What follows belongs to an exercise in optimizing a design on an open flow for small area; a production flow would make more cautious choices. Where RTL was checked, it was by simulation tests only, not by an equivalence proof against the original. The RTL of runs 1 to 3 was laid out without a check of its function. No activity file was given, so power comes from the tool's default toggle rates. The clock port is modelled as an ideal driver; clocking choices that lean on that would not hold on a real chip.

## flow/design.v

```verilog
package dme_pkg;
  typedef enum logic [1:0] {IDLE, ARMED, PAIR} state_e;
  localparam logic MODE_X = 1'b0;
  localparam logic MODE_Y = 1'b1;
  localparam int DEF_SPACING_X   = 12;
  localparam int DEF_SPACING_Y   = 36;
  localparam int DEF_SPACING_TOL = 1;
  localparam int DEF_TIMEOUT     = 4095;
endpackage
module dme_moving_average #(
  parameter int ADC_W    = 12,
  parameter int AVG_LOG2 = 7,
  parameter int EN_DIV   = 100
) (
  input  logic             clk,
  input  logic             reset,
  input  logic             en,
  input  logic [ADC_W-1:0] in,
  output logic [ADC_W-1:0] out
);
  localparam int DEPTH = 1 << AVG_LOG2;
  localparam int SUM_W = ADC_W + AVG_LOG2;
  logic [ADC_W-1:0]  oldest_n;   
  logic [SUM_W-1:0]  sum_q, sum_d, x;
  logic [SUM_W:0]    c;
  logic [AVG_LOG2:0] fill_q, fill_inc;
  logic [AVG_LOG2:0] fc;
  generate
    if (ADC_W == 12 && AVG_LOG2 == 7 && EN_DIV == 100) begin : g_ring
      localparam int L = 1536;
      logic [L-1:0] ring_q;
      for (genvar p = 0; p < L; p++) begin : g_pos
        if (p % 512 < 4) begin : g_wr
          always_ff @(posedge clk)
            ring_q[p] <= en ? ~in[(p / 512) * 4 + p % 512] : ring_q[(p + L - 1) % L];
        end else begin : g_sh
          always_ff @(posedge clk) ring_q[p] <= ring_q[p - 1];
        end
      end
      for (genvar b = 0; b < ADC_W; b++) begin : g_tap
        assign oldest_n[b] = ring_q[((b / 4) * 512 + b % 4 + 511) % L];
      end
    end else begin : g_shift
      logic [DEPTH-1:0][ADC_W-1:0] win_q;
      always_ff @(posedge clk)
        if (en) win_q <= {win_q[DEPTH-2:0], in};
      assign oldest_n = ~win_q[DEPTH-1];
    end
  endgenerate
  assign x = {{AVG_LOG2{1'b1}}, oldest_n | {ADC_W{~fill_q[AVG_LOG2]}}};
  logic [ADC_W:0] dd, dc;    
  logic [ADC_W:0] dx;
  always_comb begin
    dc[0] = 1'b1;
    for (int i = 0; i < ADC_W; i++) begin
      dd[i]   = in[i] ^ x[i] ^ dc[i];
      dc[i+1] = (in[i] & x[i]) | (in[i] & dc[i]) | (x[i] & dc[i]);
    end
    dd[ADC_W] = ~dc[ADC_W];    
    c[0] = 1'b0;
    for (int i = 0; i < SUM_W; i++) begin
      logic k;
      k = (i <= ADC_W) ? dd[i] : dd[ADC_W];
      sum_d[i] = sum_q[i] ^ k ^ c[i];
      c[i+1]   = (sum_q[i] & k) | (sum_q[i] & c[i]) | (k & c[i]);
    end
    fc[0] = 1'b1;
    for (int i = 0; i < AVG_LOG2; i++) begin
      fill_inc[i] = fill_q[i] ^ fc[i];
      fc[i+1]     = fill_q[i] & fc[i];
    end
    fill_inc[AVG_LOG2] = fill_q[AVG_LOG2] | fc[AVG_LOG2];
  end
  assign out = sum_q[SUM_W-1:AVG_LOG2];
  always_ff @(posedge clk) begin
    if (reset) begin
      sum_q  <= '0;
      fill_q <= '0;
    end else if (en) begin
      sum_q  <= sum_d;
      fill_q <= fill_inc;
    end
  end
endmodule
module dme_pulse_pair_receiver #(
  parameter int CLK_DIV     = 100,
  parameter int ADC_W       = 12,
  parameter int AVG_LOG2    = 7,
  parameter int SPACING_X   = dme_pkg::DEF_SPACING_X,
  parameter int SPACING_Y   = dme_pkg::DEF_SPACING_Y,
  parameter int SPACING_TOL = dme_pkg::DEF_SPACING_TOL,
  parameter int TIMEOUT     = dme_pkg::DEF_TIMEOUT,
  parameter int CNT_W       = 32
) (
  input  logic             clk,
  input  logic             reset,
  input  logic             start,
  input  logic             mode,
  input  logic [ADC_W-1:0] threshold,
  input  logic [ADC_W-1:0] adc_signal,
  output logic             busy,
  output logic [CNT_W-1:0] p1,
  output logic             valid,
  output logic             timeout,
  output logic [ADC_W-1:0] env
);
  localparam int DIV_W = (CLK_DIV > 1) ? $clog2(CLK_DIV) : 1;
  localparam int EL_W  = $clog2(TIMEOUT + 1);
  localparam int MAX_S = (SPACING_Y > SPACING_X) ? SPACING_Y : SPACING_X;
  localparam int D_W   = $clog2(MAX_S + SPACING_TOL + 3);
  localparam logic [D_W-1:0] LO_X  = D_W'(SPACING_X - SPACING_TOL);
  localparam logic [D_W-1:0] HI_X  = D_W'(SPACING_X + SPACING_TOL);
  localparam logic [D_W-1:0] LO_Y  = D_W'(SPACING_Y - SPACING_TOL);
  localparam logic [D_W-1:0] HI_Y  = D_W'(SPACING_Y + SPACING_TOL);
  localparam logic [D_W-1:0] OUT_X = D_W'(SPACING_X + SPACING_TOL + 1);
  localparam logic [D_W-1:0] OUT_Y = D_W'(SPACING_Y + SPACING_TOL + 1);
  localparam logic [EL_W-1:0] TMO = EL_W'(TIMEOUT);
  dme_pkg::state_e  state_q;
  logic [DIV_W-1:0] div_q, div_next;
  logic             se, hit, edge_ev, above_q, mode_q;
  logic [EL_W-1:0]  elapsed_q, elapsed_inc, t1, p1_q;
  logic [D_W-1:0]   d_q, d_inc;
  logic             valid_q, timeout_q;
  logic             in_win, past_win, tmo_hit;
  dme_moving_average #(.ADC_W(ADC_W), .AVG_LOG2(AVG_LOG2), .EN_DIV(CLK_DIV)) u_avg (
    .clk   (clk),
    .reset (reset),
    .en    (se),
    .in    (adc_signal),
    .out   (env)
  );
  generate
    if (CLK_DIV == 100) begin : g_lfsr
      assign se       = (div_q == 7'b1001011);
      assign div_next = {div_q[5:0], ~(div_q[6] ^ div_q[5])};
    end else begin : g_cnt
      assign se       = (div_q == DIV_W'(CLK_DIV - 1));
      assign div_next = div_q + DIV_W'(1);
    end
  endgenerate
  logic [ADC_W:0]  hc;
  logic [EL_W:0]   ec, bc;
  logic [D_W:0]    dc;
  always_comb begin
    hc[0] = 1'b1;
    for (int i = 0; i < ADC_W; i++)
      hc[i+1] = (env[i] & ~threshold[i]) | (env[i] & hc[i]) | (~threshold[i] & hc[i]);
    ec[0] = 1'b1;
    for (int i = 0; i < EL_W; i++) begin
      elapsed_inc[i] = elapsed_q[i] ^ ec[i];
      ec[i+1]        = elapsed_q[i] & ec[i];
    end
    dc[0] = 1'b1;
    for (int i = 0; i < D_W; i++) begin
      d_inc[i] = d_q[i] ^ dc[i];
      dc[i+1]  = d_q[i] & dc[i];
    end
    bc[0] = 1'b0;
    for (int i = 0; i < EL_W; i++) begin
      logic di;
      di = (i < D_W) ? d_q[i] : 1'b0;
      t1[i]   = elapsed_q[i] ^ di ^ bc[i];
      bc[i+1] = (~elapsed_q[i] & di) | (~elapsed_q[i] & bc[i]) | (di & bc[i]);
    end
  end
  assign hit      = hc[ADC_W];
  assign edge_ev  = hit & ~above_q;
  assign in_win   = mode_q ? (d_q >= LO_Y && d_q <= HI_Y) : (d_q >= LO_X && d_q <= HI_X);
  assign past_win = mode_q ? (d_q == OUT_Y) : (d_q == OUT_X);
  assign tmo_hit  = (elapsed_q == TMO);
  assign busy    = (state_q != dme_pkg::IDLE);
  assign p1      = CNT_W'(p1_q);
  assign valid   = valid_q;
  assign timeout = timeout_q;
  always_ff @(posedge clk) begin
    if (reset) begin
      div_q   <= '0;
      above_q <= 1'b0;
    end else begin
      div_q <= se ? '0 : div_next;
      if (se) above_q <= hit;
    end
  end
  always_ff @(posedge clk)
    if (se) d_q <= edge_ev ? D_W'(1) : d_inc;
  always_ff @(posedge clk)
    if (state_q == dme_pkg::IDLE) elapsed_q <= '0;
    else if (se)                  elapsed_q <= elapsed_inc;
  always_ff @(posedge clk)
    if (state_q == dme_pkg::IDLE && start) mode_q <= mode;
  always_ff @(posedge clk) begin
    if (reset) begin
      state_q   <= dme_pkg::IDLE;
      p1_q      <= '0;
      valid_q   <= 1'b0;
      timeout_q <= 1'b0;
    end else begin
      valid_q   <= 1'b0;
      timeout_q <= 1'b0;
      unique case (state_q)
        dme_pkg::IDLE: if (start) state_q <= dme_pkg::ARMED;
        dme_pkg::ARMED: if (se) begin
          if (tmo_hit) begin
            timeout_q <= 1'b1;
            state_q   <= dme_pkg::IDLE;
          end else if (edge_ev) begin
            state_q <= dme_pkg::PAIR;
          end
        end
        dme_pkg::PAIR: if (se) begin
          if (edge_ev && in_win) begin
            p1_q    <= t1;
            valid_q <= 1'b1;
            state_q <= dme_pkg::IDLE;
          end else if (tmo_hit) begin
            timeout_q <= 1'b1;
            state_q   <= dme_pkg::IDLE;
          end else if (!edge_ev && past_win) begin
            state_q <= dme_pkg::ARMED;
          end
        end
        default: state_q <= dme_pkg::IDLE;
      endcase
    end
  end
endmodule
```

## flow/run.sh

```bash
#!/bin/bash
# synth_recipe.tcl (not shown) runs the flow's synth.tcl, then flattens the netlist and writes it again
# the make line also repeats each setting of config.mk as NAME=value (left out here)
make -C /OpenROAD-flow-scripts/flow DESIGN_CONFIG=/design/flow/config.mk WORK_HOME=/design/flow/orfs CLKGATE_MAP_FILE= SYNTH_SCRIPT=/design/flow/synth_recipe.tcl finish
```

## flow/config.mk

```make
export PLATFORM = sky130hd
export DESIGN_NAME = dme_pulse_pair_receiver
export DESIGN_NICKNAME = dme_pulse_pair_receiver
export VERILOG_FILES = /design/flow/design.v
export SDC_FILE = /design/flow/constraint.sdc
export NUM_CORES = 4
export LEC_CHECK = 0
export CAP_MARGIN = 20
export CORE_MARGIN = 2
export CORE_UTILIZATION = 70
export CTS_CLUSTER_DIAMETER = 60
export CTS_CLUSTER_SIZE = 30
export SLEW_MARGIN = 20
```

## flow/constraint.sdc

```tcl
create_clock -name core_clock -period 10.0 [get_ports {clk}]
set_input_delay 2.0000 -clock core_clock [delete_from_list [all_inputs] [get_ports {clk}]]
set_output_delay 2.0000 -clock core_clock [all_outputs]
set_load 0.01 [all_outputs]
```

==> impl_metrics.env, run 1 <==
export IMPL_max_cap_violations=0
export IMPL_postSynth_topFlopCell="dfxtp_1"
export IMPL_vdd_ir_drop_max_uv=198
export IMPL_grt_setup_unrepaired="no"
export IMPL_final_period_utilization=0.980
export IMPL_synth_lib_cells_used_distinct=54
export IMPL_register_area_um2=32200
export IMPL_remaining_drc_errors=0
export IMPL_wirelength_um=39300
export IMPL_path_clk_slew_ns=0.11
export IMPL_number_of_diodes=0
export IMPL_fin_worst_hold_slack_ns=0.326
export IMPL_antenna_found_initial=0
export IMPL_synth_xor_area_frac=0.00174
export IMPL_top_usage_layer="met1"
export IMPL_pwr_density_cell_nw_per_um2=246
export IMPL_vias_in_the_first_global_route=13026
export IMPL_grt_use_total=0.157
export IMPL_yosys_cell_count_top_type="dfxtp_1"
export IMPL_post_synth_fa_ha_maj_area_fraction=0.0315
export IMPL_clock_tree_buffer_depth=3
export IMPL_startpoint_type="input port"
export IMPL_tightest_slew_ns=1.07
export IMPL_syn_avg_cell_area_um2=17.4
export IMPL_data_arrival_time_at_the_worst_slack_endpoint_ns=10.36
export IMPL_critPathMostFrequentCell="fa_1"
export IMPL_netlist_area_leader_share=0.908
export IMPL_multi_input_comb_area_um2=2570
export IMPL_globalRouteMet3Util=0.0281
export IMPL_max_slew_margin_rel=0.289
export IMPL_post_synth_arst_share=0
export IMPL_max_clock_freq_mhz=102
export IMPL_clock_root_buffer="clkbuf_16"
export IMPL_die_height_um=228
export IMPL_cts_buffers=61
export IMPL_result_of_the_run="timing/DRC/antenna clean"
export IMPL_clock_sink_count=1606
export IMPL_compound_gate_portion_of_the_synthesized_area=0.0169
export IMPL_critPathKind="input port to flip-flop"
export IMPL_finalClockSkew_ns=0.0174
export IMPL_dr_first_iter_drc_count=576
export IMPL_timing_critical_path_buf_inv=3
export IMPL_power_static_leakage_nw=15.2
export IMPL_worstSkewPairLatency_ns=0.63
export IMPL_cts_tree="yes"
export IMPL_crit_path_start="adc_signal[0]"
export IMPL_drt_pre_antenna_iters=4
export IMPL_synth_warnings=2
export IMPL_path_delay_family="adder cells"
export IMPL_vias_per_cell=4.44
export IMPL_post_route_min_period_ns=9.80
export IMPL_class_of_the_worst_hold_path="flip-flop to flip-flop"
export IMPL_start_util=0.706
export IMPL_synth_top_cells_by_count="dfxtp_1, nand2_1, inv_1"
export IMPL_io_pins=75
export IMPL_yosys_area_share_simple=0.0204
export IMPL_global_route_wire_length_before_repair_um=66900
export IMPL_hold_buffers=0
export IMPL_syn2layout_area_growth_pct=7.85
export IMPL_maxSlewViolCount=0
export IMPL_detail_route_antenna_nets=0
export IMPL_crit_fanout=2
export IMPL_vias=12418
export IMPL_post_synth_main_area_contributors="dfxtp_1, fa_1, ha_1"
export IMPL_cp_slowest_cell="fa_2"
export IMPL_synth_seq_area_share=0.914
export IMPL_synth_seq_cells=1606
export IMPL_layout_nets=2212
export IMPL_place_congestion=0.801
export IMPL_wl_per_cell_um=14.1
export IMPL_worst_hold_startpoint="u_avg.g_ring.ring_q[36]"
export IMPL_setup_total_negative_slack_ns=0
export IMPL_leading_area_contributor_after_synthesis="dfxtp_1"
export IMPL_die_area_um2=52200
export IMPL_gr_usage_met2=0.234
export IMPL_post_cts_repair_setup_buffers=0
export IMPL_synth_top_family_by_area="adder cells"
export IMPL_core_area_um2=50000
export IMPL_syn_instance_count=2032
export IMPL_synth_enable_flop_cells=7
export IMPL_htree_num_levels=2
export IMPL_syn_cell_area_um2=35300
export IMPL_dp_final_hpwl_um=19000
export IMPL_worst_ep_required_time_ns=10.56
export IMPL_drive_gt1_frac=0.0433
export IMPL_share_of_cell_area_taken_by_muxes_after_synthesis=0
export IMPL_buffer_ports_inserted=54
export IMPL_filler_cell_count=2858
export IMPL_timing_final_hold_violations=0
export IMPL_worst_r2r_startpoint="u_avg.fill_q[7]"
export IMPL_largest_net_degree_at_the_start_of_global_routing=63
export IMPL_die_x_um=228
export IMPL_endpoint_kind="flip-flop"
export IMPL_gr_usage_met1=0.239
export IMPL_std_cell_rows=82
export IMPL_globalRouteOverflowTotal=0
export IMPL_cp_slowest_stage_delay_ns=0.52
export IMPL_setup_violations=0
[final cells by class]
type	instances	area share
Sequential cell	1606	0.847
Clock inverter	6	0.00273
Inverter	50	0.00494
Timing Repair Buffer	56	0.0145
Tap cell	672	0.0221
Clock buffer	64	0.0407
Multi-Input combinational cell	341	0.0677
[flip-flops by register name, indices dropped and copies added, names as in the netlist]
signal               cells
u_avg.g_ring.ring_q   1536
u_avg.sum_q             19
elapsed_q               12
p1_q                    12
u_avg.fill_q             8
div_q                    7
d_q                      6
state_q                  2
above_q                  1
mode_q                   1
timeout_q                1
valid_q                  1
[per-stage QoR]
step | area, um^2 | power, mW | instances | util | setup slack (ns)
6_report | 38000 | 9.35 | 2795 | 0.761 | 0.196
5_1_grt | 38000 | 9.66 | 2795 | 0.761 | 0.00270
4_1_cts | 38000 | 9.43 | 2795 | 0.761 | 0.0341
3_5_place_dp | 36400 | 6.63 | 2725 | 0.728 | -0.693
3_3_place_gp | 36400 | 6.63 | 2725 | 0.728 | -0.507
2_1_floorplan | 35300 | 6.61 | 2051 | - | 0.171
[timing repair]
action	4_1_cts	5_1_grt
resized for setup	1	5
endpoints found under the setup margin	1	1
pin swaps	0	0
[metal layers]
| metal | part of all wire | wire [um] |
|---|---|---|
| met1 | 0.52 | 20600 |
| met2 | 0.42 | 16600 |
| met3 | 0.034 | 1350 |
| met4 | 0.019 | 728 |
| met5 | 0 | 0 |
[final timing paths]
check                            end  slack, ns  depth (start not counted)
min          u_avg.g_ring.ring_q[37]       0.33                          0
min reg2reg  u_avg.g_ring.ring_q[37]       0.33                          0
max                  u_avg.sum_q[18]       0.20                         25
max reg2reg          u_avg.sum_q[18]       1.48                         24
[cells by family (layout without fill, tap and decap cells)]
group	count (synthesis)	in the layout
DFF	1606	1606
and+or+nand+nor	157	157
buffers and inverters	104	176
AOI/OAI and AO/OA	88	88
adders and majority gates	69	69
xor gates and xnor gates	7	7
other	1	20
[worst register-to-register path: stages, from the launching register on]
cell and delay (ns):
dfxtp_1 0.43, nor2b_1 0.19, ha_1 0.18, fa_2 0.52, inv_1 0.05, fa_1 0.40, fa_1 0.38, fa_1 0.39
fa_1 0.39, fa_2 0.35, fa_2 0.37, fa_1 0.40, fa_1 0.39, fa_1 0.38, fa_1 0.39, fa_1 0.39
fa_2 0.35, fa_2 0.34, fa_1 0.39, fa_2 0.35, fa_1 0.39, fa_1 0.38, xnor2_1 0.14, or3_1 0.32
a21oi_1 0.16
[report_power, final]
part / switching [mW] / internal, mW / leakage [nW]
clock network: 1.74 / 1.13 / 0.809
logic: 0.0462 / 0.0313 / 1.41
registers: 0.00322 / 6.40 / 12.9
total: 1.79 / 7.56 / 15.2
[cell usage in the layout, fill, tap and decap left out, drive strengths merged, types with 4 or more instances in the layout]
cell           Yosys  routed
dfxtp           1599    1599
nand2             86      86
clkbuf            15      64
inv               50      55
clkdlybuf4s50      0      53
a21oi             42      42
ha                35      35
fa                33      33
nor2              27      27
nor2b             22      22
conb               1      20
o21ai             17      17
a211oi            12      12
edfxtp             7       7
xnor2              5       5
nand2b             4       4
==> run 2, diff against run 1 <==
==> flow/flow/run.sh (new file) <==
#!/bin/bash
# Own layout flow: the standard ORFS flow (standard.sh, unchanged synthesis),
# with two changes to what the layout steps are given:
#  - port buffers are buf_1 (buffer_ports otherwise picks a 10 um2 delay buffer);
#  - clock tree synthesis clusters sinks in larger groups and adds no dummy loads.
# Each tool's full log stays under orfs/logs; make's output goes to standard.log.
set -uo pipefail
export BUFFER_PORTS_ARGS="-buffer_cell sky130_fd_sc_hd__buf_1"
export CTS_ARGS="-sink_clustering_enable -repair_clock_nets -dont_use_dummy_load -sink_clustering_size 30 -sink_clustering_max_diameter 60"
bash standard.sh finish > standard.log 2>&1
==> flow/standard.sh (new file) <==
#!/bin/bash
# synth_recipe.tcl (not shown) runs the flow's synth.tcl, then flattens the netlist and writes it again
# the make line also repeats each setting of config.mk as NAME=value (left out here)
make -C /OpenROAD-flow-scripts/flow DESIGN_CONFIG=/design/flow/config.mk WORK_HOME=/design/flow/orfs CLKGATE_MAP_FILE= SYNTH_SCRIPT=/design/flow/synth_recipe.tcl "${@:-finish}"
--- a/flow/config.mk
+++ b/flow/config.mk
@@ -8,6 +8,4 @@
 export CAP_MARGIN = 20
 export CORE_MARGIN = 2
 export CORE_UTILIZATION = 70
-export CTS_CLUSTER_DIAMETER = 60
-export CTS_CLUSTER_SIZE = 30
 export SLEW_MARGIN = 20
removed: flow/run.sh
==> run 2 against run 1 <==
Non-clock buffer count up 1. Area after synthesis unchanged. Largest cell class unchanged. Count of clock-buffer cells in the layout is 3 lower. Sequential cell count is the same. First-iteration DRC count shrank 10%. Sequential power about the same. Cell area shrank 1.2%. Wire length down 0.67%. Setup slack gained 0.16 ns. Worst hold slack worse by 0.034 ns. Die area unchanged.
==> impl_metrics.env, run 2 <==
export IMPL_buffer_ports_inserted=54
export IMPL_cts_resized=0
export IMPL_reg2reg_depth=24
export IMPL_crit_fanout=2
export IMPL_pwr_density_cell_nw_per_um2=246
export IMPL_synth_enable_flop_cells=7
export IMPL_die_x_um=228
export IMPL_layout_cells_most_common="dfxtp_1"
export IMPL_post_cts_repair_setup_buffers=0
export IMPL_power_net_switching_mw=1.74
export IMPL_largest_registers="u_avg.g_ring.ring_q: 1536 flops, u_avg.sum_q: 19 flops"
export IMPL_endpoint_kind="flip-flop"
export IMPL_synth_seq_area_share=0.914
export IMPL_htree_num_levels=2
export IMPL_post_synth_fa_ha_maj_area_fraction=0.0315
export IMPL_post_dp_cell_area_um2=36000
export IMPL_compound_gate_portion_of_the_synthesized_area=0.0169
export IMPL_synth_lib_cells_used_distinct=54
export IMPL_critical_path_destination="u_avg.sum_q[18]"
export IMPL_start_util=0.706
export IMPL_critPathKind="input port to flip-flop"
export IMPL_layout_core_utilization=0.752
export IMPL_global_route_wire_length_before_repair_um=66200
export IMPL_drive_gt1_frac=0.0378
export IMPL_regMostFlops="u_avg.g_ring.ring_q"
export IMPL_crit_path_start="adc_signal[0]"
export IMPL_io_pins=75
export IMPL_power_consumption_mw=9.25
export IMPL_cts_buffers=61
export IMPL_synth_top_family_by_area="adder cells"
export IMPL_synth_top_cells_by_count="dfxtp_1, nand2_1, inv_1"
export IMPL_syn2layout_area_growth_pct=6.53
export IMPL_clock_root_buffer="clkbuf_16"
export IMPL_wirelength_um=39100
export IMPL_maxSlewViolCount=0
export IMPL_synth_xor_area_frac=0.00174
export IMPL_grt_setup_unrepaired="no"
export IMPL_setup_total_negative_slack_ns=0
export IMPL_timing_final_hold_violations=0
export IMPL_layout_cells_most_common_list="dfxtp_1, nand2_1, clkbuf_16, buf_1, inv_1"
export IMPL_vias_in_the_first_global_route=12658
export IMPL_setup_violations=0
export IMPL_vias=12353
export IMPL_startpoint_type="input port"
export IMPL_clock_tree_buffer_depth=3
export IMPL_wl_per_cell_um=14.0
export IMPL_design_area_um2=37600
export IMPL_vias_per_cell=4.43
export IMPL_leading_area_contributor_after_synthesis="dfxtp_1"
export IMPL_post_synth_arst_share=0
export IMPL_detail_route_antenna_nets=0
export IMPL_setup_reg_to_reg_worst_slack_ns=1.31
export IMPL_syn_cell_area_um2=35300
export IMPL_drt_pre_antenna_iters=4
export IMPL_max_cap_violations=0
export IMPL_syn_instance_count=2032
export IMPL_postSynth_topFlopCell="dfxtp_1"
export IMPL_power_report_internal_total_mw=7.52
export IMPL_core_area_um2=50000
export IMPL_vdd_ir_drop_max_uv=214
export IMPL_number_of_diodes=0
export IMPL_yosys_area_share_simple=0.0204
export IMPL_r2r_end="u_avg.sum_q[18]"
export IMPL_class_of_the_worst_hold_path="flip-flop to flip-flop"
export IMPL_share_of_cell_area_taken_by_muxes_after_synthesis=0
export IMPL_antenna_found_initial=0
export IMPL_globalRouteOverflowTotal=0
export IMPL_swShare=0.188
export IMPL_syn_avg_cell_area_um2=17.4
export IMPL_cts_tree="yes"
export IMPL_dr_first_iter_drc_count=518
export IMPL_yosys_cell_count_top_type="dfxtp_1"
export IMPL_finalClockSkew_ns=0.0708
export IMPL_worst_ep_required_time_ns=10.53
export IMPL_tightest_slew_ns=1.04
export IMPL_max_clock_freq_mhz=104
export IMPL_final_period_utilization=0.965
export IMPL_netlist_area_leader_share=0.908
export IMPL_worstSkewPairLatency_ns=0.64
export IMPL_data_arrival_time_at_the_worst_slack_endpoint_ns=10.18
export IMPL_hold_buffers=0
export IMPL_die_height_um=228
export IMPL_setup_ws_ns=0.351
export IMPL_max_slew_margin_rel=0.304
export IMPL_clock_sink_count=1606
export IMPL_comb_power_share=0.007
export IMPL_synth_seq_cells=1606
export IMPL_place_congestion=0.806
export IMPL_number_of_flip_flops_under_the_largest_register_name=1536
export IMPL_synth_warnings=2
export IMPL_post_route_min_period_ns=9.65
export IMPL_die_area_um2=52200
export IMPL_result_of_the_run="timing/DRC/antenna clean"
export IMPL_std_cell_rows=82
export IMPL_worst_r2r_startpoint="u_avg.fill_q[7]"
export IMPL_path_clk_slew_ns=0.10
export IMPL_clockPowerShare=0.301
export IMPL_remaining_drc_errors=0
export IMPL_power_frac_seq=0.692
export IMPL_power_static_leakage_nw=15.0
export IMPL_dp_final_hpwl_um=18900
export IMPL_detailedPlace_worstSlack_ns=-0.307
export IMPL_layout_nets=2213
export IMPL_largest_net_degree_at_the_start_of_global_routing=64
export IMPL_post_synth_main_area_contributors="dfxtp_1, fa_1, ha_1"
export IMPL_grt_use_total=0.156
-- run 2: changes by cell type in the layout (fill, tap and decap cells not counted), moves of 2 or more --
cell / previous run / this run
buf_1: 0 / 53
clkbuf_1: 2 / 0
clkdlybuf4s50_1: 53 / 0
fa_1: 27 / 33
fa_2: 6 / 0
inv_16: 2 / 0
inv_6: 2 / 0
-- run 2: cells by family after synthesis --
logic type | count (synthesis)
other cells | 1
fa+ha+maj | 69
flops | 1606
buf+inv | 104
compound gates | 88
xor+xnor | 7
simple gates | 157
-- run 2: routing by layer --
metal | global-route usage | wire length, um | vias to the layer above
met3 | 0.0266 | 1400 | 66
met4 | 0.0543 | 947 | 0
li1 | - | - | 6358
met5 | 0 | 0 | -
met2 | 0.228 | 16200 | 152
met1 | 0.240 | 20500 | 5777
-- run 2: cell type report --
class	count	area, um^2
Sequential cell	1606	32200
Timing Repair Buffer	57	226
Tap cell	672	841
Inverter	50	188
Fill cell	2933	12400
Clock buffer	61	1530
Multi-Input combinational cell	341	2560
-- run 2: worst max-delay path, stage by stage --
cell	delay, ns
buf_1	0.11
inv_1	0.05
ha_1	0.20
fa_1	0.39
fa_1	0.51
inv_1	0.06
fa_1	0.41
fa_1	0.40
fa_1	0.39
fa_1	0.41
fa_1	0.40
fa_1	0.39
fa_1	0.38
fa_1	0.38
fa_1	0.38
fa_1	0.38
fa_1	0.39
fa_1	0.39
fa_1	0.39
fa_1	0.40
fa_1	0.40
fa_1	0.39
xnor2_1	0.14
or3_1	0.31
a21oi_1	0.14
-- run 2: per-stage QoR --
stage	std cells	hold slack [ns]
floorplan	2051	0.310
global placement	2726	0.311
detailed placement	2726	0.312
CTS	2787	0.288
global route	2787	0.293
finish	2787	0.293
-- run 2: power groups by stage --
stage / logic (mW) / registers (mW) / clock network, mW
CTS: 0.0678 / 6.40 / 2.86
global placement: 0.0651 / 6.55 / 0
detailed placement: 0.0675 / 6.55 / 0
finish: 0.0680 / 6.40 / 2.78
floorplan: 0.0554 / 6.55 / 0
global route: 0.0765 / 6.41 / 3.08
-- run 2: worst min path at each step --
stage | startpoint | end | cells after the start
final | u_avg.g_ring.ring_q[410] | u_avg.g_ring.ring_q[411] | 0
after global routing | u_avg.g_ring.ring_q[85] | u_avg.g_ring.ring_q[86] | 0
after CTS | u_avg.g_ring.ring_q[410] | u_avg.g_ring.ring_q[411] | 0
after detailed placement | u_avg.g_ring.ring_q[1052] | u_avg.g_ring.ring_q[1053] | 0
after global placement | u_avg.g_ring.ring_q[995] | u_avg.g_ring.ring_q[996] | 0
after floorplan | u_avg.g_ring.ring_q[999] | u_avg.g_ring.ring_q[1000] | 0
==> run 3, diff against run 2 <==
--- a/flow/flow/run.sh
+++ b/flow/flow/run.sh
@@ -6,5 +6,5 @@
 # Each tool's full log stays under orfs/logs; make's output goes to standard.log.
 set -uo pipefail
 export BUFFER_PORTS_ARGS="-buffer_cell sky130_fd_sc_hd__buf_1"
-export CTS_ARGS="-sink_clustering_enable -repair_clock_nets -dont_use_dummy_load -sink_clustering_size 30 -sink_clustering_max_diameter 60"
+export CTS_ARGS="-sink_clustering_enable -repair_clock_nets -dont_use_dummy_load -sink_clustering_size 36 -sink_clustering_max_diameter 50"
 bash standard.sh finish > standard.log 2>&1
==> run 3 against run 2 <==
Still clean on timing, DRC and antenna. Utilization up 0.80 points. Setup slack better by 0.010 ns. Count of clock-buffer cells in the layout rose by 16. Worst hold slack worse by 0.019 ns. Sequential share of layout area is 0.90 points lower. Non-clock buffer count stayed put. Critical endpoint unchanged. Largest cell class unchanged.
==> impl_metrics.env, run 3 <==
export IMPL_result_of_the_run="timing/DRC/antenna clean"
export IMPL_max_cap_violations=0
export IMPL_clockPowerShare=0.325
export IMPL_max_clock_freq_mhz=104
export IMPL_data_arrival_time_at_the_worst_slack_endpoint_ns=10.17
export IMPL_remaining_drc_errors=0
export IMPL_comb_power_share=0.007
export IMPL_detail_route_antenna_nets=0
export IMPL_power_report_internal_total_mw=7.80
export IMPL_r2r_end="u_avg.sum_q[18]"
export IMPL_setup_violations=0
export IMPL_cts_tree="yes"
export IMPL_clock_root_buffer="clkbuf_16"
export IMPL_worst_r2r_startpoint="u_avg.fill_q[7]"
export IMPL_power_net_switching_mw=1.79
export IMPL_vdd_ir_drop_max_uv=223
export IMPL_layout_nets=2229
export IMPL_sink_of_the_worst_hold_path="u_avg.g_ring.ring_q[936]"
export IMPL_synth_lib_cells_used_distinct=54
export IMPL_place_congestion=0.806
export IMPL_holdPathStages=0
export IMPL_synth_seq_area_share=0.914
export IMPL_std_cell_rows=82
export IMPL_worst_ep_required_time_ns=10.54
export IMPL_regMostFlops="u_avg.g_ring.ring_q"
export IMPL_global_route_wire_length_before_repair_um=66400
export IMPL_globalRouteOverflowTotal=0
export IMPL_hold_buffers=0
export IMPL_drive_gt1_frac=0.0450
export IMPL_endpoint_kind="flip-flop"
export IMPL_setup_reg_to_reg_worst_slack_ns=1.34
export IMPL_syn_cell_area_um2=35300
export IMPL_synth_top_cells_by_count="dfxtp_1, nand2_1, inv_1"
export IMPL_layout_cells_most_common_list="dfxtp_1, nand2_1, clkbuf_16, buf_1, inv_1"
export IMPL_path_clk_slew_ns=0.12
export IMPL_startpoint_type="input port"
export IMPL_largest_net_degree_at_the_start_of_global_routing=64
export IMPL_tightest_slew_ns=1.06
export IMPL_die_area_um2=52200
export IMPL_layout_core_utilization=0.760
export IMPL_dr_first_iter_drc_count=567
export IMPL_syn2layout_area_growth_pct=7.67
export IMPL_post_cts_repair_setup_buffers=0
export IMPL_die_x_um=228
export IMPL_crit_fanout=2
export IMPL_timing_final_hold_violations=0
export IMPL_post_route_min_period_ns=9.64
export IMPL_start_util=0.706
export IMPL_clock_tree_buffer_depth=3
export IMPL_swShare=0.186
export IMPL_wl_per_cell_um=13.9
export IMPL_die_height_um=228
export IMPL_cts_resized=0
export IMPL_power_frac_seq=0.668
export IMPL_syn_instance_count=2032
export IMPL_critPathKind="input port to flip-flop"
export IMPL_power_static_leakage_nw=15.2
export IMPL_grt_use_total=0.158
export IMPL_max_slew_margin_rel=0.297
export IMPL_buffer_ports_inserted=54
export IMPL_yosys_cell_count_top_type="dfxtp_1"
export IMPL_synth_enable_flop_cells=7
export IMPL_htree_num_levels=3
export IMPL_worst_hold_startpoint="u_avg.g_ring.ring_q[935]"
export IMPL_finalClockSkew_ns=0.0651
export IMPL_filler_cell_count=2896
export IMPL_clock_sink_count=1606
export IMPL_dp_final_hpwl_um=18900
export IMPL_vias_in_the_first_global_route=12862
export IMPL_vias=12456
export IMPL_largest_registers="u_avg.g_ring.ring_q: 1536 flops, u_avg.sum_q: 19 flops"
export IMPL_power_consumption_mw=9.59
export IMPL_grt_setup_unrepaired="no"
export IMPL_number_of_flip_flops_under_the_largest_register_name=1536
export IMPL_post_synth_arst_share=0
export IMPL_drt_pre_antenna_iters=4
export IMPL_cts_buffers=77
export IMPL_layout_cells_most_common="dfxtp_1"
export IMPL_netlist_area_leader_share=0.908
export IMPL_synth_seq_cells=1606
export IMPL_core_area_um2=50000
export IMPL_wirelength_um=39000
export IMPL_maxSlewViolCount=0
export IMPL_antenna_found_initial=0
export IMPL_worstSkewPairLatency_ns=0.62
export IMPL_vias_per_cell=4.44
export IMPL_reg2reg_depth=24
export IMPL_number_of_diodes=0
export IMPL_pwr_density_cell_nw_per_um2=253
export IMPL_io_pins=75
export IMPL_syn_avg_cell_area_um2=17.4
export IMPL_final_period_utilization=0.964
export IMPL_leading_area_contributor_after_synthesis="dfxtp_1"
export IMPL_class_of_the_worst_hold_path="flip-flop to flip-flop"
export IMPL_postSynth_topFlopCell="dfxtp_1"
export IMPL_synth_warnings=2
export IMPL_post_synth_main_area_contributors="dfxtp_1, fa_1, ha_1"
-- run 3: power groups by stage --
| stage | sequential [mW] | combinational, mW | clock (mW) |
|---|---|---|---|
| final | 6.40 | 0.0682 | 3.12 |
| after global routing | 6.41 | 0.0766 | 3.42 |
| after global placement | 6.55 | 0.0651 | 0 |
| after CTS | 6.40 | 0.0679 | 3.21 |
| after floorplan | 6.55 | 0.0554 | 0 |
| after detailed placement | 6.55 | 0.0675 | 0 |
-- run 3: per-stage QoR --
| step | TNS [ns] | setup slack [ns] | instance area, um^2 | hold WS [ns] | instances |
|---|---|---|---|---|---|
| final | 0 | 0.362 | 38000 | 0.274 | 2803 |
| after global routing | 0 | 0.122 | 38000 | 0.263 | 2803 |
| after CTS | 0 | 0.356 | 38000 | 0.272 | 2803 |
| after detailed placement | -0.318 | -0.307 | 36000 | 0.312 | 2726 |
| after global placement | -0.127 | -0.127 | 36000 | 0.311 | 2726 |
| after floorplan | 0 | 0.171 | 35300 | 0.310 | 2051 |
-- run 3: how the worst max path moves through the flow --
stage / from / to / depth (start not counted)
finish: adc_signal[0] / u_avg.sum_q[18] / 25
global route: adc_signal[0] / u_avg.sum_q[18] / 25
CTS: adc_signal[0] / u_avg.sum_q[18] / 25
detailed placement: adc_signal[0] / u_avg.sum_q[18] / 25
global placement: adc_signal[0] / u_avg.sum_q[18] / 25
floorplan: adc_signal[0] / u_avg.sum_q[18] / 24
-- run 3: kinds of logic (layout without fill, tap and decap cells) --
family,Yosys count,count (layout),share of synthesized area
other cells,1,20,0.000106
flops,1606,1606,0.914
xor+xnor,7,7,0.00174
buf+inv,104,184,0.0156
compound gates,88,88,0.0169
fa+ha+maj,69,69,0.0315
simple gates,157,157,0.0204
-- run 3: critical path, cell delays in order --
cell	delay, ns
buf_1	0.10
inv_1	0.05
ha_1	0.20
fa_1	0.38
fa_1	0.50
inv_1	0.06
fa_1	0.41
fa_1	0.40
fa_1	0.39
fa_1	0.42
fa_1	0.40
fa_1	0.39
fa_1	0.38
fa_1	0.38
fa_1	0.38
fa_1	0.38
fa_1	0.39
fa_1	0.39
fa_1	0.39
fa_1	0.40
fa_1	0.40
fa_1	0.39
xnor2_1	0.14
or3_1	0.31
a21oi_1	0.14
-- run 3: area by class of cell --
type	count	area, um^2	share of cell area
multi-input cells	341	2560	0.0674
repair buffers	57	226	0.00597
well taps	672	841	0.0221
flip-flops and latches	1606	32200	0.849
clock buffers	77	1930	0.0508
inverters	50	188	0.00494
-- run 3: layer usage --
metal | wire [um] | vias up | global-route usage
li1 | - | 6386 | -
met1 | 20700 | 5836 | 0.240
met2 | 16000 | 153 | 0.226
met3 | 1420 | 81 | 0.0374
met4 | 980 | 0 | 0.0486
met5 | 0 | - | 0
==> run 4, diff against run 3 <==
--- a/flow/design.v
+++ b/flow/design.v
@@ -20,41 +20,44 @@
 );
   localparam int DEPTH = 1 << AVG_LOG2;
   localparam int SUM_W = ADC_W + AVG_LOG2;
-  logic [ADC_W-1:0]  oldest_n;   
-  logic [SUM_W-1:0]  sum_q, sum_d, x;
-  logic [SUM_W:0]    c;
-  logic [AVG_LOG2:0] fill_q, fill_inc;
-  logic [AVG_LOG2:0] fc;
+  logic [ADC_W-1:0] oldest;
+  logic [SUM_W-1:0] sum_q, sum_d;
+  logic [SUM_W:0]   c;
   generate
     if (ADC_W == 12 && AVG_LOG2 == 7 && EN_DIV == 100) begin : g_ring
       localparam int L = 1536;
       logic [L-1:0] ring_q;
+      logic         run_q;   
+      always_ff @(posedge clk)
+        if (reset)   run_q <= 1'b0;
+        else if (en) run_q <= 1'b1;
       for (genvar p = 0; p < L; p++) begin : g_pos
         if (p % 512 < 4) begin : g_wr
           always_ff @(posedge clk)
-            ring_q[p] <= en ? ~in[(p / 512) * 4 + p % 512] : ring_q[(p + L - 1) % L];
+            ring_q[p] <= en ? in[(p / 512) * 4 + p % 512] : ring_q[(p + L - 1) % L];
+        end else if (p % 96 == 48) begin : g_clr
+          always_ff @(posedge clk) ring_q[p] <= ring_q[p - 1] & run_q;
         end else begin : g_sh
           always_ff @(posedge clk) ring_q[p] <= ring_q[p - 1];
         end
       end
       for (genvar b = 0; b < ADC_W; b++) begin : g_tap
-        assign oldest_n[b] = ring_q[((b / 4) * 512 + b % 4 + 511) % L];
+        assign oldest[b] = ring_q[((b / 4) * 512 + b % 4 + 511) % L];
       end
     end else begin : g_shift
       logic [DEPTH-1:0][ADC_W-1:0] win_q;
       always_ff @(posedge clk)
-        if (en) win_q <= {win_q[DEPTH-2:0], in};
-      assign oldest_n = ~win_q[DEPTH-1];
+        if (reset)   win_q <= '0;
+        else if (en) win_q <= {win_q[DEPTH-2:0], in};
+      assign oldest = win_q[DEPTH-1];
     end
   endgenerate
-  assign x = {{AVG_LOG2{1'b1}}, oldest_n | {ADC_W{~fill_q[AVG_LOG2]}}};
-  logic [ADC_W:0] dd, dc;    
-  logic [ADC_W:0] dx;
+  logic [ADC_W:0] dd, dc;
   always_comb begin
     dc[0] = 1'b1;
     for (int i = 0; i < ADC_W; i++) begin
-      dd[i]   = in[i] ^ x[i] ^ dc[i];
-      dc[i+1] = (in[i] & x[i]) | (in[i] & dc[i]) | (x[i] & dc[i]);
+      dd[i]   = in[i] ^ ~oldest[i] ^ dc[i];
+      dc[i+1] = (in[i] & ~oldest[i]) | (in[i] & dc[i]) | (~oldest[i] & dc[i]);
     end
     dd[ADC_W] = ~dc[ADC_W];    
     c[0] = 1'b0;
@@ -64,22 +67,11 @@
       sum_d[i] = sum_q[i] ^ k ^ c[i];
       c[i+1]   = (sum_q[i] & k) | (sum_q[i] & c[i]) | (k & c[i]);
     end
-    fc[0] = 1'b1;
-    for (int i = 0; i < AVG_LOG2; i++) begin
-      fill_inc[i] = fill_q[i] ^ fc[i];
-      fc[i+1]     = fill_q[i] & fc[i];
-    end
-    fill_inc[AVG_LOG2] = fill_q[AVG_LOG2] | fc[AVG_LOG2];
   end
   assign out = sum_q[SUM_W-1:AVG_LOG2];
   always_ff @(posedge clk) begin
-    if (reset) begin
-      sum_q  <= '0;
-      fill_q <= '0;
-    end else if (en) begin
-      sum_q  <= sum_d;
-      fill_q <= fill_inc;
-    end
+    if (reset)   sum_q <= '0;
+    else if (en) sum_q <= sum_d;
   end
 endmodule
 module dme_pulse_pair_receiver #(
--- a/flow/flow/run.sh
+++ b/flow/flow/run.sh
@@ -6,5 +6,5 @@
 # Each tool's full log stays under orfs/logs; make's output goes to standard.log.
 set -uo pipefail
 export BUFFER_PORTS_ARGS="-buffer_cell sky130_fd_sc_hd__buf_1"
-export CTS_ARGS="-sink_clustering_enable -repair_clock_nets -dont_use_dummy_load -sink_clustering_size 36 -sink_clustering_max_diameter 50"
+export CTS_ARGS="-sink_clustering_enable -repair_clock_nets -dont_use_dummy_load -sink_clustering_size 30 -sink_clustering_max_diameter 60"
 bash standard.sh finish > standard.log 2>&1
--- a/flow/config.mk
+++ b/flow/config.mk
@@ -7,5 +7,5 @@
 export LEC_CHECK = 0
 export CAP_MARGIN = 20
 export CORE_MARGIN = 2
-export CORE_UTILIZATION = 70
+export CORE_UTILIZATION = 80
 export SLEW_MARGIN = 20
==> run 4 against run 3 <==
The flow now stops in detailed placement (3_5_place_dp). Area after synthesis shrank 0.64%. Synthesized cell count shrank 0.59%.
==> impl_metrics.env, run 4 <==
export IMPL_yosys_cell_count_top_type="dfxtp_1"
export IMPL_synth_seq_cells=1599
export IMPL_synth_xor_area_frac=0.00150
export IMPL_syn_avg_cell_area_um2=17.3
export IMPL_compound_gate_portion_of_the_synthesized_area=0.0141
export IMPL_post_synth_arst_share=0
export IMPL_die_height_um=213
export IMPL_netlist_area_leader_share=0.910
export IMPL_post_synth_main_area_contributors="dfxtp_1, fa_1, ha_1"
export IMPL_syn_instance_count=2020
export IMPL_synth_seq_area_share=0.916
export IMPL_synth_warnings=2
export IMPL_dp_final_hpwl_um=31100
export IMPL_share_of_cell_area_taken_by_muxes_after_synthesis=0.000286
export IMPL_start_util=0.811
export IMPL_synth_lib_cells_used_distinct=49
export IMPL_synth_enable_flop_cells=7
export IMPL_post_synth_fa_ha_maj_area_fraction=0.0301
export IMPL_std_cell_rows=76
export IMPL_die_x_um=213
export IMPL_postSynth_topFlopCell="dfxtp_1"
export IMPL_lastStage="detailed placement (3_5_place_dp)"
export IMPL_place_congestion=0.780
export IMPL_synth_top_family_by_area="adder cells"
export IMPL_leading_area_contributor_after_synthesis="dfxtp_1"
export IMPL_buffer_ports_inserted=54
export IMPL_run_stop_error="[ERROR DPL-0033] detailed placement checks failed during check placement."
export IMPL_result_of_the_run="stopped before the end"
export IMPL_syn_cell_area_um2=35000
export IMPL_synth_top_cells_by_count="dfxtp_1, nand2_1, inv_1"
export IMPL_yosys_area_share_simple=0.0232
export IMPL_io_pins=75
==> run 4: cell count changes after synthesis, moves of 3 or more <==
cell | before | now
a211oi_2 | 7 | 1
a21oi_1 | 41 | 35
a21oi_2 | 1 | 8
and2_1 | 1 | 17
dfxtp_1 | 1599 | 1592
ha_1 | 35 | 29
nand2b_1 | 4 | 10
nor2_1 | 27 | 18
nor2b_1 | 21 | 8
or2_0 | 0 | 3
or2_1 | 1 | 8
==> run 4: worst min path at each step <==
stage                                start                        end  slack, ns  cells after the start
floorplan         u_avg.g_ring.ring_q[999]  u_avg.g_ring.ring_q[1000]       0.31                      0
global placement  u_avg.g_ring.ring_q[769]   u_avg.g_ring.ring_q[770]       0.31                      0
==> run 4: kinds of logic after synthesis <==
| kind of cell | after synthesis |
|---|---|
| other | 1 |
| xor gates and xnor gates | 6 |
| muxes | 1 |
| adders and majority gates | 65 |
| AOI/OAI and AO/OA | 78 |
| buffers and inverters | 103 |
| and+or+nand+nor | 167 |
| DFF | 1599 |
==> run 4: per-stage QoR <==
step | hold WS [ns] | worst slack (ns) | cell area [um^2]
after floorplan | 0.310 | 0.162 | 35100
after global placement | 0.310 | -0.165 | 35700
==> run 4: power groups by stage <==
stage	Sequential (mW)	Clock (mW)	Combinational, mW
2_1_floorplan	6.52	0	0.0548
3_3_place_gp	6.52	0	0.0668
==> run 5, diff against run 4 <==
--- a/flow/config.mk
+++ b/flow/config.mk
@@ -7,5 +7,5 @@
 export LEC_CHECK = 0
 export CAP_MARGIN = 20
 export CORE_MARGIN = 2
-export CORE_UTILIZATION = 80
+export CORE_UTILIZATION = 70
 export SLEW_MARGIN = 20
==> run 5 against run 4 <==
Now clean on timing, DRC and antenna. Area after synthesis unchanged. Synthesized cell count unchanged.
==> impl_metrics.env, run 5 <==
export IMPL_power_report_internal_total_mw=7.49
export IMPL_largest_registers="u_avg.g_ring.ring_q: 1536 flops, u_avg.sum_q: 19 flops"
export IMPL_cts_buffers=61
export IMPL_remaining_drc_errors=0
export IMPL_wl_per_cell_um=15.1
export IMPL_power_net_switching_mw=1.73
export IMPL_die_area_um2=51900
export IMPL_number_of_diodes=0
export IMPL_vias=12328
export IMPL_clock_tree_buffer_depth=3
export IMPL_leading_area_contributor_after_synthesis="dfxtp_1"
export IMPL_design_area_um2=37400
export IMPL_synth_seq_cells=1599
export IMPL_data_arrival_time_at_the_worst_slack_endpoint_ns=10.15
export IMPL_yosys_cell_count_top_type="dfxtp_1"
export IMPL_buffer_ports_inserted=54
export IMPL_syn_instance_count=2020
export IMPL_crit_fanout=2
export IMPL_vias_per_cell=4.45
export IMPL_hold_buffers=0
export IMPL_io_pins=75
export IMPL_antenna_found_initial=2
export IMPL_postSynth_topFlopCell="dfxtp_1"
export IMPL_filler_cell_count=2834
export IMPL_synth_enable_flop_cells=7
export IMPL_clock_sink_count=1599
export IMPL_std_cell_rows=81
export IMPL_globalRouteOverflowTotal=0
export IMPL_setup_ws_ns=0.408
export IMPL_syn_avg_cell_area_um2=17.3
export IMPL_worstSkewPairLatency_ns=0.63
export IMPL_drt_pre_antenna_iters=4
export IMPL_start_util=0.713
export IMPL_grt_use_total=0.167
export IMPL_max_cap_violations=0
export IMPL_synth_warnings=2
export IMPL_syn_cell_area_um2=35000
export IMPL_setup_total_negative_slack_ns=0
export IMPL_finalClockSkew_ns=0.0453
export IMPL_detailedPlace_worstSlack_ns=-0.280
export IMPL_class_of_the_worst_hold_path="flip-flop to flip-flop"
export IMPL_timing_final_hold_violations=0
export IMPL_comb_power_share=0.008
export IMPL_synth_seq_area_share=0.916
export IMPL_detail_route_antenna_nets=0
export IMPL_post_dp_cell_area_um2=35800
export IMPL_clock_root_buffer="clkbuf_16"
export IMPL_maxSlewViolCount=0
export IMPL_max_slew_margin_rel=0.321
export IMPL_multi_input_comb_area_um2=2510
export IMPL_core_area_um2=49200
export IMPL_swShare=0.187
export IMPL_die_height_um=228
export IMPL_regMostFlops="u_avg.g_ring.ring_q"
export IMPL_setup_violations=0
export IMPL_fin_worst_hold_slack_ns=0.311
export IMPL_power_static_leakage_nw=14.9
export IMPL_layout_cells_most_common_list="dfxtp_1, nand2_1, clkbuf_16, buf_1, inv_1"
export IMPL_netlist_area_leader_share=0.910
export IMPL_synth_top_cells_by_count="dfxtp_1, nand2_1, inv_1"
export IMPL_wirelength_um=41800
export IMPL_die_x_um=228
export IMPL_largest_net_degree_at_the_start_of_global_routing=57
export IMPL_post_synth_main_area_contributors="dfxtp_1, fa_1, ha_1"
export IMPL_result_of_the_run="timing/DRC/antenna clean"
export IMPL_power_frac_seq=0.692
export IMPL_vdd_ir_drop_max_uv=208
export IMPL_pwr_density_cell_nw_per_um2=247
export IMPL_max_clock_freq_mhz=104
export IMPL_post_route_min_period_ns=9.59
export IMPL_place_congestion=0.715
export IMPL_dp_final_hpwl_um=22500
export IMPL_clockPowerShare=0.300
export IMPL_dr_first_iter_drc_count=571
export IMPL_worst_ep_required_time_ns=10.56
export IMPL_syn2layout_area_growth_pct=6.67
export IMPL_final_period_utilization=0.959
export IMPL_layout_cells_most_common="dfxtp_1"
export IMPL_critPathKind="input port to flip-flop"
export IMPL_path_clk_slew_ns=0.10
export IMPL_global_route_wire_length_before_repair_um=68000
export IMPL_tightest_slew_ns=1.02
export IMPL_htree_num_levels=2
export IMPL_cts_resized=0
export IMPL_register_area_um2=32100
export IMPL_grt_setup_unrepaired="no"
export IMPL_post_cts_repair_setup_buffers=0
export IMPL_drive_gt1_frac=0.0385
export IMPL_layout_nets=2197
export IMPL_endpoint_kind="flip-flop"
export IMPL_startpoint_type="input port"
export IMPL_vias_in_the_first_global_route=12610
export IMPL_cts_tree="yes"
export IMPL_synth_lib_cells_used_distinct=49
export IMPL_number_of_flip_flops_under_the_largest_register_name=1536
export IMPL_post_synth_arst_share=0
run 5: cell counts after synthesis:
Identical to the previous run, type by type.
run 5: worst max-delay path, stage by stage:
cell and delay [ns]:
buf_1 0.06, inv_1 0.05, ha_1 0.20, fa_1 0.39
fa_1 0.39, fa_1 0.39, fa_1 0.39, fa_1 0.39
fa_1 0.41, fa_1 0.40, fa_1 0.40, fa_1 0.49
inv_1 0.05, fa_1 0.41, fa_1 0.39, fa_1 0.39
fa_1 0.39, fa_1 0.39, fa_1 0.39, fa_1 0.39
fa_1 0.40, fa_1 0.39, xnor2_1 0.15, or3_1 0.31
a21oi_1 0.14
run 5: power by group through the flow:
stage          clock network (mW)  logic, mW  registers [mW]
3_3_place_gp                    0     0.0686            6.52
3_5_place_dp                    0     0.0712            6.52
5_1_grt                      3.06     0.0806            6.38
4_1_cts                      2.85     0.0720            6.37
2_1_floorplan                   0     0.0548            6.52
6_report                     2.77     0.0719            6.37
run 5: logic make-up (layout without fill, tap and decap cells):
family,count (synthesis),count (layout),synth area share
adders and majority gates,65,65,0.0301
AOI/OAI and AO/OA,78,78,0.0141
xor gates and xnor gates,6,6,0.00150
and+or+nand+nor,167,167,0.0232
DFF,1599,1599,0.916
buffers and inverters,103,169,0.0149
muxes,1,1,0.000286
other,1,20,0.000107
run 5: path summary, 6_finish.rpt:
| kind | start | slack (ns) | cells past startpoint | end |
|---|---|---|---|---|
| min | u_avg.g_ring.ring_q[1499] | 0.31 | 0 | u_avg.g_ring.ring_q[1500] |
| max reg2reg | u_avg.g_ring.ring_q[511] | 1.58 | 23 | u_avg.sum_q[18] |
| min reg2reg | u_avg.g_ring.ring_q[1499] | 0.31 | 0 | u_avg.g_ring.ring_q[1500] |
| max | adc_signal[0] | 0.41 | 25 | u_avg.sum_q[18] |
run 5: final cells by class:
| type | count | area share |
|---|---|---|
| Sequential cell | 1599 | 0.859 |
| Timing Repair Buffer | 57 | 0.00606 |
| Tap cell | 664 | 0.0222 |
| Clock buffer | 61 | 0.0408 |
| Inverter | 51 | 0.00512 |
| Multi-Input combinational cell | 337 | 0.0672 |
run 5: metrics by stage:
stage / cells / power (mW) / util
global route: 2769 / 9.52 / 0.760
floorplan: 2039 / 6.58 / -
finish: 2769 / 9.21 / 0.760
global placement: 2708 / 6.59 / 0.729
CTS: 2769 / 9.30 / 0.760
detailed placement: 2708 / 6.59 / 0.729
run 5: routing by layer:
metal	share of wire	GRT usage	up-vias	routed length, um
met5	0	0	-	0
met4	0.021	0.0524	0	895
met3	0.047	0.0316	63	1970
met2	0.42	0.249	162	17700
met1	0.51	0.251	5787	21200
li1	-	-	6316	-
==> run 6, diff against run 5 <==
--- a/flow/design.v
+++ b/flow/design.v
@@ -63,15 +63,15 @@
     c[0] = 1'b0;
     for (int i = 0; i < SUM_W; i++) begin
       logic k;
-      k = (i <= ADC_W) ? dd[i] : dd[ADC_W];
+      k = en & ((i <= ADC_W) ? dd[i] : dd[ADC_W]);
       sum_d[i] = sum_q[i] ^ k ^ c[i];
       c[i+1]   = (sum_q[i] & k) | (sum_q[i] & c[i]) | (k & c[i]);
     end
   end
   assign out = sum_q[SUM_W-1:AVG_LOG2];
   always_ff @(posedge clk) begin
-    if (reset)   sum_q <= '0;
-    else if (en) sum_q <= sum_d;
+    if (reset) sum_q <= '0;
+    else        sum_q <= sum_d;
   end
 endmodule
 module dme_pulse_pair_receiver #(
==> flow/flow/run.sh (replaced) <==
#!/bin/bash
# Own layout flow: the standard ORFS flow (standard.sh) with these changes:
#  - synthesis is synth_recipe.tcl unchanged except that its ABC call runs the
#    area-oriented script flow/area.abc (the registers are mapped before ABC,
#    so they come out the same as in the standard synthesis);
#  - port buffers are buf_1 (buffer_ports otherwise picks a 10 um2 delay buffer);
#  - clock tree synthesis clusters sinks in groups of up to 30 within 60 um and
#    adds no dummy loads.
# Each tool's full log stays under orfs/logs; make's output goes to standard.log.
set -euo pipefail
here=$(pwd)
{
  cat <<'TCL'
proc abc {args} {
  set i [lsearch -exact $args -script]
  if { $i >= 0 } {
    set args [lreplace $args $i [expr {$i + 1}] -script $::env(MY_ABC_SCRIPT)]
  }
  yosys abc {*}$args
}
TCL
  cat synth_recipe.tcl
} > own_synth.tcl
sed "s#SYNTH_SCRIPT=[^ ]*#SYNTH_SCRIPT=$here/own_synth.tcl#" standard.sh > own_standard.sh
export MY_ABC_SCRIPT="$here/flow/area.abc"
export BUFFER_PORTS_ARGS="-buffer_cell sky130_fd_sc_hd__buf_1"
export CTS_ARGS="-sink_clustering_enable -repair_clock_nets -dont_use_dummy_load -sink_clustering_size 30 -sink_clustering_max_diameter 60"
bash own_standard.sh finish > standard.log 2>&1
==> flow/flow/area.abc (new file) <==
strash
dc2
dch -f
map -a
amap
topo
==> run 6 against run 5 <==
Count of clock-buffer cells in the layout stayed put. Clock power about the same. First-iteration DRC count down 2.5%. Utilization shrank 0.17 points. Die area decreased by 1.2%. Sequential cell count unchanged.
==> impl_metrics.env, run 6 <==
export IMPL_data_arrival_time_at_the_worst_slack_endpoint_ns=10.04
export IMPL_cts_tree="yes"
export IMPL_largest_registers="u_avg.g_ring.ring_q: 1536 flops, u_avg.sum_q: 19 flops"
export IMPL_yosys_cell_count_top_type="dfxtp_1"
export IMPL_worstSkewPairLatency_ns=0.64
export IMPL_drive_gt1_frac=0.0338
export IMPL_clock_sink_count=1599
export IMPL_crit_fanout=2
export IMPL_syn_avg_cell_area_um2=17.9
export IMPL_synth_lib_cells_used_distinct=31
export IMPL_setup_violations=0
export IMPL_worst_ep_required_time_ns=10.46
export IMPL_layout_nets=2136
export IMPL_pwr_density_cell_nw_per_um2=249
export IMPL_vias=12008
export IMPL_maxSlewViolCount=0
export IMPL_clockPowerShare=0.301
export IMPL_synth_top_cells_by_count="dfxtp_1, clkinv_1, nor2b_1"
export IMPL_cp_slowest_stage_delay_ns=0.41
export IMPL_post_dp_cell_area_um2=35500
export IMPL_synth_seq_cells=1599
export IMPL_detailedPlace_worstSlack_ns=-0.229
export IMPL_max_cap_violations=0
export IMPL_critPathMostFrequentCell="fa_1"
export IMPL_netlist_area_leader_share=0.921
export IMPL_vdd_ir_drop_max_uv=207
export IMPL_die_area_um2=51200
export IMPL_syn_cell_area_um2=34600
export IMPL_class_of_the_worst_hold_path="flip-flop to flip-flop"
export IMPL_filler_cell_count=2829
export IMPL_post_synth_main_area_contributors="dfxtp_1, fa_1, ha_1"
export IMPL_finalClockSkew_ns=0.0667
export IMPL_start_util=0.708
export IMPL_detail_route_antenna_nets=0
export IMPL_wl_per_cell_um=14.2
export IMPL_max_slew_margin_rel=0.527
export IMPL_layout_cells_most_common="dfxtp_1"
export IMPL_synth_enable_flop_cells=7
export IMPL_grt_setup_unrepaired="no"
export IMPL_tightest_slew_ns=0.705
export IMPL_vias_in_the_first_global_route=11984
export IMPL_layout_core_utilization=0.759
export IMPL_hold_buffers=0
export IMPL_power_static_leakage_nw=14.7
export IMPL_post_synth_arst_share=0
export IMPL_post_route_min_period_ns=9.58
export IMPL_cp_slowest_cell="fa_1"
export IMPL_cts_resized=0
export IMPL_cts_buffers=61
export IMPL_postSynth_topFlopCell="dfxtp_1"
export IMPL_synth_warnings=2
export IMPL_die_x_um=226
export IMPL_power_frac_seq=0.691
export IMPL_dr_first_iter_drc_count=557
export IMPL_number_of_flip_flops_under_the_largest_register_name=1536
export IMPL_power_report_internal_total_mw=7.50
export IMPL_result_of_the_run="timing/DRC/antenna clean"
export IMPL_regMostFlops="u_avg.g_ring.ring_q"
export IMPL_clock_tree_buffer_depth=3
export IMPL_htree_num_levels=2
export IMPL_remaining_drc_errors=0
export IMPL_syn2layout_area_growth_pct=7.06
export IMPL_path_clk_slew_ns=0.10
export IMPL_die_height_um=226
export IMPL_critPathKind="input port to flip-flop"
export IMPL_core_area_um2=48800
export IMPL_power_net_switching_mw=1.74
export IMPL_endpoint_kind="flip-flop"
export IMPL_design_area_um2=37100
export IMPL_final_period_utilization=0.958
export IMPL_startpoint_type="input port"
export IMPL_std_cell_rows=81
export IMPL_vias_per_cell=4.43
export IMPL_largest_net_degree_at_the_start_of_global_routing=43
export IMPL_wirelength_um=38600
export IMPL_io_pins=75
export IMPL_drt_pre_antenna_iters=6
export IMPL_number_of_diodes=0
export IMPL_leading_area_contributor_after_synthesis="dfxtp_1"
export IMPL_fin_worst_hold_slack_ns=0.279
export IMPL_buffer_ports_inserted=54
export IMPL_synth_seq_area_share=0.927
export IMPL_register_area_um2=32100
export IMPL_layout_cells_most_common_list="dfxtp_1, clkbuf_16, buf_1, clkinv_1, nor2b_1"
export IMPL_multi_input_comb_area_um2=2170
export IMPL_max_clock_freq_mhz=104
export IMPL_dp_final_hpwl_um=19100
export IMPL_global_route_wire_length_before_repair_um=63100
export IMPL_grt_use_total=0.156
export IMPL_globalRouteOverflowTotal=0
export IMPL_syn_instance_count=1936
export IMPL_setup_ws_ns=0.420
export IMPL_comb_power_share=0.009
export IMPL_clock_root_buffer="clkbuf_16"
export IMPL_post_cts_repair_setup_buffers=0
export IMPL_timing_final_hold_violations=0
export IMPL_antenna_found_initial=0
export IMPL_place_congestion=0.777
export IMPL_swShare=0.188
## run 6: layout make-up
class,count,area share
sequential,1599,0.866
inverter,53,0.00537
clock buffer,61,0.0412
tap,664,0.0224
timing repair buffer,60,0.00669
multi-input combinational,271,0.0586
## run 6: worst max-delay path: cells and delay by family
family                   cells  cell delay [ns]
AND/OR/NAND/NOR              2             0.26
AO/OA/AOI/OAI                3             0.26
buffers and inverters        3             0.23
adder cells (fa/ha/maj)     19             7.29
## run 6: power by group through the flow
stage | Clock, mW | Sequential, mW | Combinational (mW)
3_3_place_gp | 0 | 6.52 | 0.0763
4_1_cts | 2.85 | 6.38 | 0.0811
3_5_place_dp | 0 | 6.52 | 0.0810
5_1_grt | 3.05 | 6.38 | 0.0955
6_report | 2.78 | 6.38 | 0.0819
2_1_floorplan | 0 | 6.52 | 0.0614
## run 6: metrics by stage
step,TNS [ns],total power [mW],std cells
2_1_floorplan,0,6.59,1955
3_3_place_gp,-0.102,6.60,2647
3_5_place_dp,-0.238,6.61,2647
4_1_cts,0,9.31,2708
5_1_grt,0,9.52,2708
6_report,0,9.24,2708
## run 6: final timing paths
path                              endpoint                     start  slack, ns  cells after the start
hold reg to reg   u_avg.g_ring.ring_q[693]  u_avg.g_ring.ring_q[692]       0.28                      0
setup reg to reg           u_avg.sum_q[18]  u_avg.g_ring.ring_q[511]       1.59                     25
hold / removal    u_avg.g_ring.ring_q[693]  u_avg.g_ring.ring_q[692]       0.28                      0
setup / recovery           u_avg.sum_q[18]             adc_signal[0]       0.42                     27
## run 6: cells by family (layout without fill, tap and decap cells)
logic type,after synthesis,after routing,share of synthesized area
AOI/OAI and AO/OA,87,87,0.0148
adders and majority gates,62,62,0.0296
buffers and inverters,85,174,0.0127
DFF,1599,1599,0.927
other,1,20,0.000108
and+or+nand+nor,102,102,0.0159
## run 6: routing by layer
layer,up-vias,GRT usage,wire length [um]
li1,6131,-,-
met1,5689,0.244,20600
met2,119,0.222,15800
met3,69,0.0279,1170
met4,0,0.0554,988
met5,-,0,0
==> run 7, diff against run 6 <==
--- a/flow/flow/run.sh
+++ b/flow/flow/run.sh
@@ -4,8 +4,9 @@
 #    area-oriented script flow/area.abc (the registers are mapped before ABC,
 #    so they come out the same as in the standard synthesis);
 #  - port buffers are buf_1 (buffer_ports otherwise picks a 10 um2 delay buffer);
-#  - clock tree synthesis clusters sinks in groups of up to 30 within 60 um and
-#    adds no dummy loads.
+#  - clock tree synthesis clusters sinks in groups of up to 34 within 80 um and
+#    adds no dummy loads;
+#  - the outputs tied to 0 (p1[31:12]) share one tie cell.
 # Each tool's full log stays under orfs/logs; make's output goes to standard.log.
 set -euo pipefail
 here=$(pwd)
@@ -24,5 +25,6 @@
 sed "s#SYNTH_SCRIPT=[^ ]*#SYNTH_SCRIPT=$here/own_synth.tcl#" standard.sh > own_standard.sh
 export MY_ABC_SCRIPT="$here/flow/area.abc"
 export BUFFER_PORTS_ARGS="-buffer_cell sky130_fd_sc_hd__buf_1"
-export CTS_ARGS="-sink_clustering_enable -repair_clock_nets -dont_use_dummy_load -sink_clustering_size 30 -sink_clustering_max_diameter 60"
+export SKIP_REPAIR_TIE_FANOUT=1
+export CTS_ARGS="-sink_clustering_enable -repair_clock_nets -dont_use_dummy_load -sink_clustering_size 34 -sink_clustering_max_diameter 80"
 bash own_standard.sh finish > standard.log 2>&1
--- a/flow/config.mk
+++ b/flow/config.mk
@@ -7,5 +7,5 @@
 export LEC_CHECK = 0
 export CAP_MARGIN = 20
 export CORE_MARGIN = 2
-export CORE_UTILIZATION = 70
+export CORE_UTILIZATION = 75
 export SLEW_MARGIN = 20
==> run 7 against run 6 <==
Still clean on timing, DRC and antenna. First-iteration DRC count is 44% higher. Power is 0.63% lower. Cell count shrank 3.4%. Wire length rose by 41%. Non-clock buffer count shrank 1. Clock skew is 0.016 ns lower. Area after synthesis stayed put. Sequential power about the same. Synthesized cell count is the same. Die area fell by 6.6%. Sequential cell count unchanged. Largest cell class unchanged.
==> impl_metrics.env, run 7 <==
export IMPL_layout_nets=2108
export IMPL_synth_top_family_by_area="adder cells"
export IMPL_drive_gt1_frac=0.0303
export IMPL_critPathKind="input port to flip-flop"
export IMPL_cp_slowest_cell="fa_1"
export IMPL_syn_cell_area_um2=34600
export IMPL_vias_in_the_first_global_route=14273
export IMPL_synth_warnings=2
export IMPL_clock_sink_count=1599
export IMPL_drt_pre_antenna_iters=5
export IMPL_regMostFlops="u_avg.g_ring.ring_q"
export IMPL_yosys_cell_count_top_type="dfxtp_1"
export IMPL_setup_ws_ns=0.251
export IMPL_vias_per_cell=4.86
export IMPL_buffer_ports_inserted=54
export IMPL_std_cell_rows=78
export IMPL_place_congestion=0.778
export IMPL_setup_violations=0
export IMPL_global_route_wire_length_before_repair_um=85400
export IMPL_power_consumption_mw=9.18
export IMPL_dp_cell_count=2563
export IMPL_maxSlewViolCount=0
export IMPL_remaining_drc_errors=0
export IMPL_die_x_um=219
export IMPL_detailedPlace_worstSlack_ns=-0.219
export IMPL_max_clock_freq_mhz=103
export IMPL_synth_top_cells_by_count="dfxtp_1, clkinv_1, nor2b_1"
export IMPL_endpoint_kind="flip-flop"
export IMPL_grt_setup_unrepaired="no"
export IMPL_post_synth_main_area_contributors="dfxtp_1, fa_1, ha_1"
export IMPL_compound_gate_portion_of_the_synthesized_area=0.0148
export IMPL_clock_root_buffer="clkbuf_16"
export IMPL_globalRouteOverflowTotal=0
export IMPL_crit_path_start="adc_signal[0]"
export IMPL_pwr_density_cell_nw_per_um2=250
export IMPL_detail_route_antenna_nets=0
export IMPL_post_route_min_period_ns=9.75
export IMPL_post_synth_fa_ha_maj_area_fraction=0.0296
export IMPL_dp_final_hpwl_um=25200
export IMPL_netlist_area_leader_share=0.921
export IMPL_crit_fanout=2
export IMPL_data_arrival_time_at_the_worst_slack_endpoint_ns=10.24
export IMPL_cts_resized=0
export IMPL_number_of_diodes=0
export IMPL_result_of_the_run="timing/DRC/antenna clean"
export IMPL_worst_ep_required_time_ns=10.49
export IMPL_core_area_um2=45500
export IMPL_setup_reg_to_reg_worst_slack_ns=1.33
export IMPL_layout_cells_most_common="dfxtp_1"
-- run 7: cell counts after synthesis --
Identical to the previous run, type by type.
-- run 7: area by class of cell --
class | instances | area [um^2] | area share
clock buffer | 53 | 1330 | 0.0361
timing repair buffer | 59 | 241 | 0.00658
inverter | 53 | 199 | 0.00542
tap | 600 | 751 | 0.0205
sequential | 1599 | 32100 | 0.874
multi-input combinational | 252 | 2100 | 0.0572
-- run 7: per-layer routing --
layer / vias to the layer above / part of all wire / global-route usage / wire length [um]
met2: 263 / 0.52 / 0.430 / 28500
met5: - / 0 / 0 / 0
met1: 6212 / 0.41 / 0.304 / 22200
met4: 0 / 0.034 / 0.0797 / 1840
met3: 135 / 0.032 / 0.0369 / 1750
li1: 6096 / - / - / -
-- run 7: kinds of logic after synthesis --
logic type      Yosys count
fa+ha+maj                62
flops                  1599
other cells               1
buf+inv                  85
compound gates           87
simple gates            102
-- run 7: worst min-delay path by stage --
stage / cells past startpoint / slack, ns / endpoint / startpoint
6_report: 0 / 0.29 / u_avg.g_ring.ring_q[208] / u_avg.g_ring.ring_q[207]
5_1_grt: 0 / 0.29 / u_avg.g_ring.ring_q[208] / u_avg.g_ring.ring_q[207]
4_1_cts: 0 / 0.29 / u_avg.g_ring.ring_q[208] / u_avg.g_ring.ring_q[207]
3_5_place_dp: 0 / 0.31 / u_avg.g_ring.ring_q[1117] / u_avg.g_ring.ring_q[1116]
3_3_place_gp: 0 / 0.31 / u_avg.g_ring.ring_q[101] / u_avg.g_ring.ring_q[100]
2_1_floorplan: 0 / 0.31 / u_avg.g_ring.ring_q[1000] / u_avg.g_ring.ring_q[999]
-- run 7: power by group --
part	switching [mW]	leakage [nW]	internal (mW)
Clock	1.73	0.653	0.965
Combinational	0.0749	0.996	0.0290
Sequential	0.00562	12.9	6.38
Total	1.81	14.5	7.37
-- run 7: per-stage QoR --
step,hold slack (ns),setup TNS (ns)
global route,0.287,0
global placement,0.311,-0.139
finish,0.292,0
CTS,0.292,0
detailed placement,0.312,-0.286
floorplan,0.310,0
-- run 7: critical path: cells and delay by family --
family	cells	cell delay, ns
compound gates	3	0.32
fa+ha+maj	19	7.39
buf+inv	3	0.24
simple gates	2	0.28

Re-timed with assumed drivers on the ports (clkbuf_16 on the clock, buf_2 on other inputs), run 7 has 0.284 ns of setup slack against 0.251 ns with ideal ports, and -0.400 ns once port delays also move by the mid clock arrival of 0.684 ns.
